Source: an optimization exercise on an open RTL-to-GDS flow (aim: small area). Production flows keep margins and buffers that such runs may drop.
Function was checked by simulation only, so behaviour that the tests miss may differ from the original.
No driver is modelled on the clock port, so clocking that relies on it looks cheaper here than on a real chip.
No activity file was given, so power comes from the tool's default toggle rates.

==> amber <==
## xgmii_crossbar_n
module xgmii_crossbar_n #(
  parameter int NUM_PORTS = 4,
  parameter int CNT_W     = 16,
  localparam int IDX_W    = (NUM_PORTS > 2) ? $clog2(NUM_PORTS) : 1
) (
  input  logic                         clk,
  input  logic                         reset,
  input  logic [8*NUM_PORTS-1:0]       eth_in_xgmii_ctrl,
  input  logic [64*NUM_PORTS-1:0]      eth_in_xgmii_data,
  input  logic [IDX_W*NUM_PORTS-1:0]   route_map,
  output logic [8*NUM_PORTS-1:0]       eth_out_xgmii_ctrl,
  output logic [64*NUM_PORTS-1:0]      eth_out_xgmii_data,
  output logic [CNT_W*NUM_PORTS-1:0]   drop_cnt,
  output logic [CNT_W*NUM_PORTS-1:0]   err_cnt,
  output logic [NUM_PORTS-1:0]         fwd_state
);
==> flow/config.mk <==
export PLATFORM = sky130hd
export DESIGN_NAME = xgmii_crossbar_n
export DESIGN_NICKNAME = xgmii_crossbar_n
export VERILOG_FILES = /design/flow/design.v
export SDC_FILE = /design/flow/constraint.sdc
export NUM_CORES = 4
export LEC_CHECK = 0
export CAP_MARGIN = 10
export CELL_PAD_IN_SITES_DETAIL_PLACEMENT = 1
export CORE_MARGIN = 2
export CORE_UTILIZATION = 35
export PLACE_DENSITY = 0.6
export SLEW_MARGIN = 10
==> flow/constraint.sdc <==
create_clock -name core_clock -period 8.0 [get_ports {clk}]
set_input_delay 1.6000 -clock core_clock [delete_from_list [all_inputs] [get_ports {clk}]]
set_output_delay 1.6000 -clock core_clock [all_outputs]
set_load 0.01 [all_outputs]
standard.sh (not shown) runs the stock make flow with config.mk's settings and CLKGATE_MAP_FILE= SYNTH_SCRIPT=/design/flow/synth_recipe.tcl, a recipe that flattens the netlist after the stock synthesis.
==> flow/flow/run.sh <==
#!/bin/bash
# The standard layout (standard.sh) with these changes:
#  - synthesis keeps the combinational submodules apart while ABC maps them
#    (SYNTH_HIERARCHICAL=1; flow/synth.tcl flattens afterwards, as the standard flow's
#    script does) and maps with an area-oriented ABC script
#  - port buffers are plain buf_1 cells
#  - clock tree: no dummy loads, and the sink clustering is picked per
#    layout: after placement, each candidate below is tried on the placed
#    design (flow/cts_probe.tcl) and the one with the least clock-tree area
#    whose worst flip-flop clock-pin slew stays under 110 ps is used.
set -euo pipefail
export MY_ABC_SCRIPT=$PWD/flow/abc_area.script
COMMON=("SYNTH_SCRIPT=$PWD/flow/synth.tcl" SYNTH_HIERARCHICAL=1
        "BUFFER_PORTS_ARGS=-buffer_cell sky130_fd_sc_hd__buf_1")
CTS_BASE="-sink_clustering_enable -repair_clock_nets -dont_use_dummy_load"
CHOSEN="-sink_clustering_size 20 -sink_clustering_max_diameter 100"

bash standard.sh "${COMMON[@]}" place > flow_place.log 2>&1

export PLATFORM_DIR=$FLOW_HOME/platforms/sky130hd
export PROBE_RESULTS=$PWD/orfs/results/sky130hd/xgmii_crossbar_n/base
T8="-root_buf sky130_fd_sc_hd__clkbuf_8 -tree_buf sky130_fd_sc_hd__clkbuf_8"
best_area=""
n=0
for cand in "-sink_clustering_size 30 -sink_clustering_max_diameter 150" \
            "-sink_clustering_size 25 -sink_clustering_max_diameter 200" \
            "-sink_clustering_size 25 -sink_clustering_max_diameter 150 $T8" \
            "-sink_clustering_size 26 -sink_clustering_max_diameter 150" \
            "-sink_clustering_size 24 -sink_clustering_max_diameter 150" \
            "-sink_clustering_size 24 -sink_clustering_max_diameter 150 $T8" \
            "-sink_clustering_size 22 -sink_clustering_max_diameter 150" \
            "-sink_clustering_size 22 -sink_clustering_max_diameter 150 $T8" \
            "-sink_clustering_size 20 -sink_clustering_max_diameter 150" \
            "-sink_clustering_size 20 -sink_clustering_max_diameter 150 $T8" \
            "-sink_clustering_size 20 -sink_clustering_max_diameter 100"; do
  n=$((n+1))
  res=$(PROBE_CTS_ARGS="$CTS_BASE $cand" openroad -no_init -exit flow/cts_probe.tcl \
          > cts_probe_$n.log 2>&1 && grep '^PROBE_RESULT' cts_probe_$n.log | tail -1) || res=""
  echo "candidate $n: $cand -> ${res:-failed}" >> cts_choice.log
  [[ -z "$res" ]] && continue
  area=$(echo "$res" | awk '{print $2}')
  slew=$(echo "$res" | awk '{print $3}')
  if awk -v s="$slew" 'BEGIN{exit !(s < 110)}'; then
    if [[ -z "$best_area" ]] || awk -v a="$area" -v b="$best_area" 'BEGIN{exit !(a < b)}'; then
      best_area=$area; CHOSEN=$cand
    fi
  fi
done
echo "chosen: $CHOSEN" >> cts_choice.log

bash standard.sh "${COMMON[@]}" "CTS_ARGS=$CTS_BASE $CHOSEN" finish > flow_make.log 2>&1
==> flow/flow/abc_area.script <==
&get -n
&st
&dc2
&dch -f
&nf -p -R 1000
&put
==> flow/flow/cts_probe.tcl <==
# Builds a clock tree on the placed design with the CTS arguments in
# $::env(PROBE_CTS_ARGS) and prints the clock-tree cell area and the worst
# flip-flop clock-pin slew. Nothing is written back.
read_lef $::env(PLATFORM_DIR)/lef/sky130_fd_sc_hd.tlef
read_lef $::env(PLATFORM_DIR)/lef/sky130_fd_sc_hd_merged.lef
read_liberty $::env(PLATFORM_DIR)/lib/sky130_fd_sc_hd__tt_025C_1v80.lib
read_db $::env(PROBE_RESULTS)/3_place.odb
read_sdc $::env(PROBE_RESULTS)/3_place.sdc
source $::env(PLATFORM_DIR)/setRC.tcl
set a0 [rsz::design_area]
clock_tree_synthesis {*}$::env(PROBE_CTS_ARGS)
set_propagated_clock [all_clocks]
estimate_parasitics -placement
set a1 [rsz::design_area]
set worst 0
foreach p [get_pins -hierarchical */CLK] {
  foreach pr {slew_max_rise slew_max_fall} {
    set s [get_property $p $pr]
    if {$s > $worst} { set worst $s }
  }
}
puts "PROBE_RESULT [expr {($a1 - $a0) * 1e12}] [expr {$worst * 1e3}]"
Other scripts of this flow, unchanged in this note and not shown: flow/flow/synth.tcl
==> umber (differences from amber) <==
--- a/flow/flow/run.sh
+++ b/flow/flow/run.sh
@@ -8,5 +8,6 @@
 #    layout: after placement, each candidate below is tried on the placed
 #    design (flow/cts_probe.tcl) and the one with the least clock-tree area
-#    whose worst flip-flop clock-pin slew stays under 110 ps is used.
+#    whose worst flip-flop clock-pin slew stays under 100 ps is used (the
+#    routed layout has shown up to 15 ps more than this estimate).
 set -euo pipefail
 export MY_ABC_SCRIPT=$PWD/flow/abc_area.script
@@ -41,5 +42,5 @@
   area=$(echo "$res" | awk '{print $2}')
   slew=$(echo "$res" | awk '{print $3}')
-  if awk -v s="$slew" 'BEGIN{exit !(s < 110)}'; then
+  if awk -v s="$slew" 'BEGIN{exit !(s < 100)}'; then
     if [[ -z "$best_area" ]] || awk -v a="$area" -v b="$best_area" 'BEGIN{exit !(a < b)}'; then
       best_area=$area; CHOSEN=$cand
==> raven (differences from amber) <==
--- a/flow/flow/run.sh
+++ b/flow/flow/run.sh
@@ -26,7 +26,5 @@
             "-sink_clustering_size 25 -sink_clustering_max_diameter 200" \
             "-sink_clustering_size 25 -sink_clustering_max_diameter 150 $T8" \
-            "-sink_clustering_size 26 -sink_clustering_max_diameter 150" \
             "-sink_clustering_size 24 -sink_clustering_max_diameter 150" \
-            "-sink_clustering_size 24 -sink_clustering_max_diameter 150 $T8" \
             "-sink_clustering_size 22 -sink_clustering_max_diameter 150" \
             "-sink_clustering_size 22 -sink_clustering_max_diameter 150 $T8" \
--- a/flow/config.mk
+++ b/flow/config.mk
@@ -6,8 +6,8 @@
 export NUM_CORES = 4
 export LEC_CHECK = 0
-export CAP_MARGIN = 10
+export CAP_MARGIN = 20
 export CELL_PAD_IN_SITES_DETAIL_PLACEMENT = 1
 export CORE_MARGIN = 2
 export CORE_UTILIZATION = 35
 export PLACE_DENSITY = 0.6
-export SLEW_MARGIN = 10
+export SLEW_MARGIN = 20
==> juniper (differences from amber) <==
==> flow/flow/run.sh (replaced) <==
#!/bin/bash
# The standard layout (standard.sh) with these changes:
#  - synthesis keeps the combinational submodules apart while ABC maps them
#    (SYNTH_HIERARCHICAL=1; flow/synth.tcl flattens afterwards, as the standard flow's
#    script does) and maps with an area-oriented ABC script
#  - port buffers are plain buf_1 cells
#  - clock tree: larger sink clusters, no dummy loads
set -euo pipefail
export MY_ABC_SCRIPT=$PWD/flow/abc_area.script
bash standard.sh "SYNTH_SCRIPT=$PWD/flow/synth.tcl" SYNTH_HIERARCHICAL=1 \
  "BUFFER_PORTS_ARGS=-buffer_cell sky130_fd_sc_hd__buf_1" \
  "CTS_ARGS=-sink_clustering_enable -repair_clock_nets -dont_use_dummy_load -sink_clustering_size 20 -sink_clustering_max_diameter 150" \
  finish > flow_make.log 2>&1
==> flow/flow/abc_area.script (replaced) <==
&get -n
&st
&dc2
&dch -f
&nf -p
&put
--- a/flow/config.mk
+++ b/flow/config.mk
@@ -6,8 +6,8 @@
 export NUM_CORES = 4
 export LEC_CHECK = 0
-export CAP_MARGIN = 10
+export CAP_MARGIN = 20
 export CELL_PAD_IN_SITES_DETAIL_PLACEMENT = 1
 export CORE_MARGIN = 2
 export CORE_UTILIZATION = 35
 export PLACE_DENSITY = 0.6
-export SLEW_MARGIN = 10
+export SLEW_MARGIN = 20
removed: flow/flow/cts_probe.tcl
==> comparison <==
Combinational power is about the same in amber and raven.
Of juniper and raven, juniper has the higher clock power (gap about 8%, measured against raven).
Against raven, the power of umber is larger by about 4.3%.
Sequential power is about the same in amber and raven.
Sequential cell count is the same in raven and umber.
Hold slack: umber > juniper > amber > raven.
Area after synthesis is the same in umber and amber.
raven finished clean. umber ran to the end with no violations. juniper passed the timing, design-rule and antenna checks. amber produced a clean layout.
Between umber and amber, the lower via count is in amber (gap 0.69%, measured against amber).
Die area: raven is smaller than juniper (about 0.8%).
In synthesized cell count, umber and raven do not differ.
==> figures <==
|  | umber | juniper | amber | raven |
|---|---|---|---|---|
| Final period util | 85.33% | 88.76% | 83.74% | 85.27% |
| Total placed instance area | 23350 µm² | 23580 µm² | 23350 µm² | 23390 µm² |
| Count of clock-net buffers in the final layout | 28 | 25 | 22 | 22 |
| P_comb | 186 µW | 181 µW | 186 µW | 187 µW |
| Critical Path Sink | g_egress[2].dcnt_q[15]$_DFF_PN0_ | g_egress[2].dcnt_q[15]$_DFF_PN0_ | g_egress[3].dcnt_q[15]$_DFF_PN0_ | g_egress[2].dcnt_q[15]$_DFF_PN0_ |
| Achievable clock frequency | 146.5 MHz | 140.8 MHz | 149.3 MHz | 146.6 MHz |
| Hold path startpoint | g_egress[1].ecnt_q[15]$_DFF_PN0_ | g_egress[0].ecnt_q[15]$_DFF_PN0_ | g_egress[3].dcnt_q[8]$_DFF_PN0_ | g_egress[3].dcnt_q[8]$_DFF_PN0_ |
| Total non-filler cell area in the finished layout | 24120 µm² | 24290 µm² | 23930 µm² | 24010 µm² |
| Sequential share of power | 59.9% | 61.0% | 63.2% | 62.5% |
| Multi-input gates | 1456 | 1467 | 1456 | 1456 |
| Detailed-route wire length | 116.3 mm | 116.9 mm | 116.1 mm | 115.9 mm |
| Met3 track utilization from global routing | 11.42% | 12.74% | 11.89% | 11.26% |
| Ratio of layout area to synthesized area | 1.2462x | 1.2444x | 1.2361x | 1.2406x |
| Run status | no timing/DRC/antenna violations | no timing/DRC/antenna violations | no timing/DRC/antenna violations | no timing/DRC/antenna violations |
| Flop-to-flop setup slack | 1980 ps | 1820 ps | 1980 ps | 2040 ps |
| DR vias | 23216 | 23337 | 23057 | 23224 |
| Crit path buf inv count | 3 | 2 | 4 | 4 |
| Later-pin clock latency in the skew report | 600 ps | 610 ps | 690 ps | 570 ps |
| Critical path startpoint | eth_in_xgmii_data[64] | eth_in_xgmii_data[71] | eth_in_xgmii_data[64] | eth_in_xgmii_data[192] |
| Int Power | 2.946 mW | 2.885 mW | 2.782 mW | 2.822 mW |
| End point of the worst hold path | g_egress[1].ecnt_q[15]$_DFF_PN0_ | g_egress[0].ecnt_q[15]$_DFF_PN0_ | g_egress[3].dcnt_q[8]$_DFF_PN0_ | g_egress[3].dcnt_q[8]$_DFF_PN0_ |
| Flip-flop and latch share of the layout cell area | 39.30% | 39.03% | 39.62% | 39.48% |

[separate check: timing with driven ports]
How much do the figures lean on ideal ports? The routed layouts below were timed once more, with nothing changed but the port constraints.
Step 1, drivers: a clkbuf_16 drives clk and a buf_2 each remaining input, both assumed.
Step 2 times the ports against the registers' clock, not the clock port: input delays grow and output delays shrink by t, the midpoint of the rising clock arrivals with the driver on.
Three values: ideal ports, drivers, drivers and shift; two values: the first two.
run	t (ns)	setup WS [ns]	slew at the worst register clock pin (ns)	pins driven straight from the clock port
amber	0.718	1.301 / 1.329 / 0.611	0.11 / 0.11	1
umber	0.643	1.173 / 1.207 / 0.564	0.10 / 0.10	1
raven	0.609	1.178 / 1.209 / 0.601	0.12 / 0.12	1
juniper	0.659	0.900 / 0.935 / 0.277	0.11 / 0.11	1
After both steps setup and hold are still met in every run listed. For amber, which loses most, drivers alone change the setup slack by +0.028 ns; drivers and shift together by -0.690 ns.
